What follows belongs to an exercise in optimizing a design on an open flow for small area, a short achievable clock period and few clock cycles per item; a production flow would make more cautious choices. Where RTL was checked, it was by simulation tests only, not by an equivalence proof against the original. Power and IR drop assume default switching activity.

==> module mars_ctrl, before the edit <==
module mars_ctrl (
  input  logic clk_i,
  input  logic rst_ni,
  input  logic start,
  output logic busy,
  output logic clr_o,    
  output logic vb_o,     
  output logic done_o
);
  logic rdy_q, rdy2_q, vb_q, vc_q, vd_q, done_q;
  always_ff @(posedge clk_i or negedge rst_ni) begin
    if (!rst_ni) begin
      rdy_q  <= 1'b0;
      rdy2_q <= 1'b0;
      vb_q   <= 1'b0;
      vc_q   <= 1'b0;
      vd_q   <= 1'b0;
      done_q <= 1'b0;
    end else begin
      rdy_q  <= 1'b1;
      rdy2_q <= rdy_q;
      vb_q   <= start & rdy2_q;
      vc_q   <= vb_q;
      vd_q   <= vc_q;
      done_q <= vd_q;
    end
  end
  assign busy   = ~rdy2_q;
  assign clr_o  = ~rdy_q;
  assign vb_o   = vb_q;
  assign done_o = done_q;
endmodule
export LEC_CHECK = 0
export CAP_MARGIN = 20
export CORE_MARGIN = 2
export CORE_UTILIZATION = 55
export CTS_CLUSTER_DIAMETER = 80
export CTS_CLUSTER_SIZE = 25
export SETUP_SLACK_MARGIN = 5
export SLEW_MARGIN = 20
create_clock -name core_clock -period 8.0 [get_ports {clk_i}]
standard.sh (not shown) runs the stock make flow with config.mk's settings and CLKGATE_MAP_FILE= SYNTH_SCRIPT=/design/flow/synth_recipe.tcl, a recipe that flattens the netlist after the stock synthesis.
==> flow/flow/run.sh <==
#!/bin/bash
set -euo pipefail
bash standard.sh \
  MATCH_CELL_FOOTPRINT=0 \
  "BUFFER_PORTS_ARGS=-buffer_cell sky130_fd_sc_hd__buf_4" \
  finish > standard_flow.log 2>&1
The baseline produced a clean layout.
Edit:
--- a/flow/design.v
+++ b/flow/design.v
@@ -241,27 +241,27 @@
   output logic clr_o,    
   output logic vb_o,     
   output logic done_o
 );
-  logic rdy_q, rdy2_q, vb_q, vc_q, vd_q, done_q;
+  logic busy_q, rdy_q, vb_q, vc_q, vd_q, done_q;
   always_ff @(posedge clk_i or negedge rst_ni) begin
     if (!rst_ni) begin
+      busy_q <= 1'b1;
       rdy_q  <= 1'b0;
-      rdy2_q <= 1'b0;
       vb_q   <= 1'b0;
       vc_q   <= 1'b0;
       vd_q   <= 1'b0;
       done_q <= 1'b0;
     end else begin
+      busy_q <= 1'b0;
       rdy_q  <= 1'b1;
-      rdy2_q <= rdy_q;
-      vb_q   <= start & rdy2_q;
+      vb_q   <= start & ~busy_q;
       vc_q   <= vb_q;
       vd_q   <= vc_q;
       done_q <= vd_q;
     end
   end
-  assign busy   = ~rdy2_q;
+  assign busy   = busy_q;
   assign clr_o  = ~rdy_q;
   assign vb_o   = vb_q;
   assign done_o = done_q;
 endmodule
The changed run finished clean.
Core utilization is about the same.
Total power went up by 2.1%.
Synthesized cell count barely changes.
Global-route usage went up by 0.68 points.
Design area barely changes.
Non-clock buffer count went down by 18.
Area after synthesis went down by 0.33%.
Routed wire length went up by 2.0%.
Cell count is about the same.
Register-to-register slack improved by 120 ps.
First-iteration DRC count went up by 7.7%.
Combinational power hardly moves.
Sequential power barely changes.
Testbench counts after the change, summed over its fixed seeds: cycles 32,032, items 32,000.
No functional check of the RTL was part of the first run of this note.

== the reference run ==
Another version of the RTL of modrm_address_register_stack_unit (not shown whole).
Size: about 4800 cells after synthesis, about 2300 flip-flops, ~0.092 mm² of cells after synthesis.
clock: 8.0 ns
lec_check: 0
cap_margin: 20
core_margin: 2
core_utilization: 55
cts_cluster_diameter: 80
cts_cluster_size: 25
setup_slack_margin: 5
slew_margin: 20
Scripts as last shown in full above: flow/flow/run.sh
> inputs changed (the reference run -> the trial run)
-- flow/design.v --
<<< the reference run, line 168
  logic [1:0]  db_c;
  logic        isr_c, flt_c, pop_c, wide_c, a0_c, we_e_c, we_o_c, ea_c, rd_c;
  logic [6:0]  ie_c, io_c;
  always_ff @(posedge clk_i or negedge rst_ni) begin
    if (!rst_ni) begin
>>> the trial run, line 168
  logic [1:0]  db_c;
  logic        isr_c, flt_c, pop_c, wide_c, a0_c, we_e_c, we_o_c, ea_c, rd_c;
  logic [15:0] ieh_c, ioh_c;
  logic [7:0]  iel_c, iol_c;
  always_ff @(posedge clk_i or negedge rst_ni) begin
    if (!rst_ni) begin
<<< the reference run, line 186
    rd_c   <= rd_r;
    a0_c   <= a0_b;
    ie_c   <= ie_b;
    io_c   <= io_b;
    we_e_c <= push_ok & (~a0_b | wide_r);
    we_o_c <= push_ok & (a0_b | wide_r);
  end
  logic [1023:0] bank_e, bank_o;
  for (genvar i = 0; i < 128; i++) begin : g_stack
    always_ff @(posedge clk_i) begin
      if (clr_i || (we_e_c && ie_c == 7'(i))) begin
        bank_e[8*i +: 8] <= x_c[7:0];
      end
      if (clr_i || (we_o_c && io_c == 7'(i))) begin
        bank_o[8*i +: 8] <= x_c[15:8];
      end
>>> the trial run, line 187
    rd_c   <= rd_r;
    a0_c   <= a0_b;
    ieh_c  <= 16'(1) << ie_b[6:3];
    iel_c  <= 8'(1) << ie_b[2:0];
    ioh_c  <= 16'(1) << io_b[6:3];
    iol_c  <= 8'(1) << io_b[2:0];
    we_e_c <= push_ok & (~a0_b | wide_r);
    we_o_c <= push_ok & (a0_b | wide_r);
  end
  logic [1023:0] bank_e, bank_o;
  logic [127:0]  row_e, row_o;
  for (genvar i = 0; i < 128; i++) begin : g_stack
    assign row_e[i] = ieh_c[i / 8] & iel_c[i % 8];
    assign row_o[i] = ioh_c[i / 8] & iol_c[i % 8];
    always_ff @(posedge clk_i) begin
      if (clr_i || (we_e_c && row_e[i])) begin
        bank_e[8*i +: 8] <= x_c[7:0];
      end
      if (clr_i || (we_o_c && row_o[i])) begin
        bank_o[8*i +: 8] <= x_c[15:8];
      end
<<< the reference run, line 203
  end
  assign z_c = x_c + y_c;
  logic [1:0] db_d;
  logic       isr_d, flt_d, rsel_d, asel_d, hien_d, a0_d, ie6_d, io6_d;
  logic [7:0] e0_d, e1_d, o0_d, o1_d;
  always_ff @(posedge clk_i) begin
    db_d   <= db_c;
>>> the trial run, line 209
  end
  assign z_c = x_c + y_c;
  logic [7:0] e_c, o_c;
  always_comb begin
    e_c = 8'd0;
    o_c = 8'd0;
    for (int r = 0; r < 128; r++) begin
      e_c = e_c | (bank_e[8*r +: 8] & {8{row_e[r]}});
      o_c = o_c | (bank_o[8*r +: 8] & {8{row_o[r]}});
    end
  end
  logic [1:0] db_d;
  logic       isr_d, flt_d, rsel_d, asel_d, hien_d, a0_d;
  logic [7:0] e_d, o_d;
  always_ff @(posedge clk_i) begin
    db_d   <= db_c;
<<< the reference run, line 214
    hien_d <= ~pop_c | wide_c;
    a0_d   <= pop_c & a0_c;
    ie6_d  <= pop_c & ie_c[6];
    io6_d  <= pop_c & io_c[6];
    e0_d   <= pop_c ? bank_e[8*ie_c[5:0] +: 8] : z_c[7:0];
    o0_d   <= pop_c ? bank_o[8*io_c[5:0] +: 8] : z_c[15:8];
    e1_d   <= bank_e[512 + 8*ie_c[5:0] +: 8];
    o1_d   <= bank_o[512 + 8*io_c[5:0] +: 8];
  end
  logic [7:0]  rd_e, rd_o;
  logic [15:0] res_d;
  assign rd_e  = ie6_d ? e1_d : e0_d;
  assign rd_o  = io6_d ? o1_d : o0_d;
  assign res_d = {hien_d ? (a0_d ? rd_e : rd_o) : 8'd0, a0_d ? rd_o : rd_e};
  always_ff @(posedge clk_i) begin
    read_data_o   <= rsel_d ? res_d : 16'd0;
>>> the trial run, line 229
    hien_d <= ~pop_c | wide_c;
    a0_d   <= pop_c & a0_c;
    e_d    <= pop_c ? e_c : z_c[7:0];
    o_d    <= pop_c ? o_c : z_c[15:8];
  end
  logic [15:0] res_d;
  assign res_d = {hien_d ? (a0_d ? e_d : o_d) : 8'd0, a0_d ? o_d : e_d};
  always_ff @(posedge clk_i) begin
    read_data_o   <= rsel_d ? res_d : 16'd0;
<<< the reference run, line 243
  output logic done_o
);
  logic clr_q, rdy_q, vc_q, vd_q, done_q;
  always_ff @(posedge clk_i or negedge rst_ni) begin
    if (!rst_ni) begin
      clr_q  <= 1'b1;
      rdy_q  <= 1'b0;
      vc_q   <= 1'b0;
>>> the trial run, line 251
  output logic done_o
);
  logic busy_q, rdy_q, vc_q, vd_q, done_q;
  always_ff @(posedge clk_i or negedge rst_ni) begin
    if (!rst_ni) begin
      busy_q <= 1'b1;
      rdy_q  <= 1'b0;
      vc_q   <= 1'b0;
<<< the reference run, line 252
      done_q <= 1'b0;
    end else begin
      clr_q  <= 1'b0;
      rdy_q  <= 1'b1;
      vc_q   <= start & ~clr_q;
      vd_q   <= vc_q;
      done_q <= vd_q;
    end
  end
  assign busy   = ~rdy_q;
  assign clr_o  = clr_q;
  assign vb_o   = start & ~clr_q;
  assign done_o = done_q;
endmodule
>>> the trial run, line 260
      done_q <= 1'b0;
    end else begin
      busy_q <= 1'b0;
      rdy_q  <= 1'b1;
      vc_q   <= start & ~busy_q;
      vd_q   <= vc_q;
      done_q <= vd_q;
    end
  end
  assign busy   = busy_q;
  assign clr_o  = ~rdy_q;
  assign vb_o   = start & ~busy_q;
  assign done_o = done_q;
endmodule
Notes after the runs:
Of the reference run and the trial run, the run reporting the lower vertical extent of the die was the trial run. Of the trial run and the reference run, it is the trial run that has the higher count of non-CTS inverters in the layout. The trial run: no failed stages, no open violations at the end. The lower met2 layer usage reported by global route came out of the reference run. | endpoint required time on the critical path | the reference run vs the trial run | ≈ equal |. The design area in the trial run was lower than what the reference run gave.
Function was not checked in any run of this note: the RTL went through the layout flow alone.

## re-timing with driven ports
In the flow no input, the clock included, has a driving cell. The finished layouts below were timed again as built, in two steps.
Step 1: set_driving_cell puts a clkbuf_16 on clk_i and a buf_2 on each other input, an assumption about the parent block.
Step 2 times the ports against the registers' clock, not the clock port: input delays grow and output delays shrink by t, the midpoint of the rising clock arrivals with the driver on.
Slacks: ideal / step 1 / step 2; pairs: ideal / step 1.
| run | t, ns | setup slack, ns | clock arrival spread, ns | slew at the worst register clock pin (ns) |
|---|---|---|---|---|
| the first run of note 1 | 0.841 | 4.909 / 4.909 / 4.719 | 0.034 / 0.035 | 0.11 / 0.11 |
| the second run of note 1 | 0.885 | 4.952 / 4.862 / 4.677 | 0.029 / 0.028 | 0.10 / 0.10 |
| the reference run | 0.847 | 4.882 / 4.909 / 4.062 | 0.044 / 0.045 | 0.11 / 0.11 |
| the trial run | 0.882 | 4.748 / 4.748 / 4.096 | 0.060 / 0.060 | 0.11 / 0.11 |
After both steps every run listed still meets setup and hold. For the reference run, which loses most, drivers alone change the setup slack by +0.027 ns; drivers and shift together by -0.820 ns.
